Background: an optimization exercise with open tools, aiming at a short achievable clock period and few clock cycles. Do not read the settings as production practice. The RTL was checked by simulation tests, not by an equivalence proof against the original design.

## oak
Design pn_top, start of the top module:
module pn_top (
    input  logic             clk,
    input  logic             rst_n,
    input  logic             in_valid,
    input  logic             mode,
    input  logic             operator,
    input  logic [2:0]       in,
    output logic             out_valid,
    output pn_pkg::pn_word_t out
);
==> module pn_alu_small, before the edit <==
module pn_alu_small #(
    parameter int W = pn_pkg::PN_DATA_W
) (
    input  pn_pkg::pn_data_t lhs,
    input  logic [3:0]       op_oh,
    input  logic [2:0]       val,
    output pn_pkg::pn_data_t result
);
    localparam int U = W - 3;
    logic [W-1:0]   a;
    logic [U-1:0]   hi, hi_p, hi_m;
    logic [W-1:0]   a3, a5, a7;
    logic [8*W-1:0] c_add, c_sub, c_mul, c_abs;
    logic [W-1:0]   r_add, r_sub, r_mul, r_abs;
    assign a    = lhs;
    assign hi   = a[W-1:3];
    assign hi_p = hi + 1'b1;
    assign hi_m = hi - 1'b1;
    assign a3 = a + {a[W-2:0], 1'b0};
    assign a5 = a + {a[W-3:0], 2'b0};
    assign a7 = {a[W-4:0], 3'b0} - a;
    for (genvar v = 0; v < 8; v++) begin : g_val
        localparam logic [3:0] V4 = v;
        localparam logic [4:0] N5 = 5'(1 - v);
        logic [3:0]   ls, ld;
        logic [4:0]   ln;
        logic [W-1:0] s, d, ns, m;
        assign ls = {1'b0, a[2:0]} + V4;
        assign s  = {ls[3] ? hi_p : hi, ls[2:0]};
        assign ld = {1'b0, a[2:0]} - V4;
        assign d  = {ld[3] ? hi_m : hi, ld[2:0]};
        assign ln = {2'b00, ~a[2:0]} + N5;
        always_comb begin
            case (ln[4:3])
                2'b01:   ns = {~hi_m, ln[2:0]};
                2'b11:   ns = {~hi_p, ln[2:0]};
                default: ns = {~hi, ln[2:0]};
            endcase
        end
        case (v)
            0:       assign m = '0;
            1:       assign m = a;
            2:       assign m = {a[W-2:0], 1'b0};
            3:       assign m = a3;
            4:       assign m = {a[W-3:0], 2'b0};
            5:       assign m = a5;
            6:       assign m = {a3[W-2:0], 1'b0};
            default: assign m = a7;
        endcase
        assign c_add[v*W +: W] = s;
        assign c_sub[v*W +: W] = d;
        assign c_mul[v*W +: W] = m;
        assign c_abs[v*W +: W] = s[W-1] ? ns : s;
    end
    assign r_add = c_add[val*W +: W];
    assign r_sub = c_sub[val*W +: W];
    assign r_mul = c_mul[val*W +: W];
    assign r_abs = c_abs[val*W +: W];
    assign result = ({W{op_oh[0]}} & r_add)
                  | ({W{op_oh[1]}} & r_sub)
                  | ({W{op_oh[2]}} & r_mul)
                  | ({W{op_oh[3]}} & r_abs);
endmodule
export LEC_CHECK = 0
export ABC_CLOCK_PERIOD_IN_PS = 1500
export CAP_MARGIN = 20
export CORE_MARGIN = 2
export CORE_UTILIZATION = 40
export SLEW_MARGIN = 20
export TNS_END_PERCENT = 5
create_clock -name core_clock -period 11.0 [get_ports {clk}]
standard.sh (not shown) runs the stock make flow with config.mk's settings and CLKGATE_MAP_FILE= SYNTH_SCRIPT=/design/flow/synth_recipe.tcl, a recipe that flattens the netlist after the stock synthesis.
==> flow/flow/run.sh <==
#!/bin/bash
set -o pipefail
export SETUP_SLACK_MARGIN=${PN_SETUP_MARGIN:-7.6}
bash standard.sh > standard.log 2>&1
Testbench counts of oak, summed over its fixed seeds: cycles 5,191.
Relative to oak, the following input files were edited for pine:
diff --git a/flow/design.v b/flow/design.v
--- a/flow/design.v
+++ b/flow/design.v
@@ -97,49 +97,20 @@
     input  logic [3:0]       op_oh,
     input  logic [2:0]       val,
     output pn_pkg::pn_data_t result
 );
-    localparam int U = W - 3;
     logic [W-1:0]   a;
-    logic [U-1:0]   hi, hi_p, hi_m;
-    logic [W-1:0]   a3, a5, a7;
     logic [8*W-1:0] c_add, c_sub, c_mul, c_abs;
     logic [W-1:0]   r_add, r_sub, r_mul, r_abs;
-    assign a    = lhs;
-    assign hi   = a[W-1:3];
-    assign hi_p = hi + 1'b1;
-    assign hi_m = hi - 1'b1;
-    assign a3 = a + {a[W-2:0], 1'b0};
-    assign a5 = a + {a[W-3:0], 2'b0};
-    assign a7 = {a[W-4:0], 3'b0} - a;
+    assign a = lhs;
     for (genvar v = 0; v < 8; v++) begin : g_val
-        localparam logic [3:0] V4 = v;
-        localparam logic [4:0] N5 = 5'(1 - v);
-        logic [3:0]   ls, ld;
-        logic [4:0]   ln;
-        logic [W-1:0] s, d, ns, m;
-        assign ls = {1'b0, a[2:0]} + V4;
-        assign s  = {ls[3] ? hi_p : hi, ls[2:0]};
-        assign ld = {1'b0, a[2:0]} - V4;
-        assign d  = {ld[3] ? hi_m : hi, ld[2:0]};
-        assign ln = {2'b00, ~a[2:0]} + N5;
-        always_comb begin
-            case (ln[4:3])
-                2'b01:   ns = {~hi_m, ln[2:0]};
-                2'b11:   ns = {~hi_p, ln[2:0]};
-                default: ns = {~hi, ln[2:0]};
-            endcase
-        end
-        case (v)
-            0:       assign m = '0;
-            1:       assign m = a;
-            2:       assign m = {a[W-2:0], 1'b0};
-            3:       assign m = a3;
-            4:       assign m = {a[W-3:0], 2'b0};
-            5:       assign m = a5;
-            6:       assign m = {a3[W-2:0], 1'b0};
-            default: assign m = a7;
-        endcase
+        localparam logic [W-1:0] VW = v;
+        localparam logic [W-1:0] VN = 1 - v;
+        logic [W-1:0] ra, rb, s, d, ns, m;
+        assign s  = a + VW;
+        assign d  = a - VW;
+        assign ns = (~a) + VN;
+        pn_mul3 u_mul (.big(a), .sm(VW[2:0]), .prod(m));
         assign c_add[v*W +: W] = s;
         assign c_sub[v*W +: W] = d;
         assign c_mul[v*W +: W] = m;
         assign c_abs[v*W +: W] = s[W-1] ? ns : s;
--- outcome ---
- pine ran to completion and came out clean on the timing, design-rule and antenna checks.
- pine vs. oak: critical path depth decreased 2; buffer count from post-CTS setup fixing dropped about 9%.
- Summary of pine over oak: global-route wire length before repair fell 21 mm; multi-input gate area in the final layout fell about 3.3%; overall routed net length fell about 8%; die span in y fell 1.0%; required time of the critical path fell 0.10 ns.
Testbench counts of pine, summed over its fixed seeds: cycles 5,191.

## port drivers added, routing unchanged
No port has a modelled driver above. Below, the same layouts with a new extraction and two added sets of constraints. Step 1: set_driving_cell puts a clkbuf_16 on clk and a buf_2 on each other input, an assumption about the parent block. Step 2, shift: input delay + t, output delay - t, t = (earliest + latest rising clock arrival at the registers) / 2. This alone moves slack from input paths to output paths. Three values: no drivers, after step 1, after step 2; two values: the first two.
run	t (ns)	setup WS [ns]	clock arrival spread, ns	worst slew at a driven data input, ns
oak	0.717	6.534 / 6.527 / 5.810	0.020 / 0.020	0.14
pine	0.758	6.332 / 6.358 / 5.614	0.033 / 0.033	0.06
After both steps setup and hold are still met in every run listed. The setup slack of oak, which loses most, moves by -0.007 ns with the drivers and by -0.724 ns with both steps.
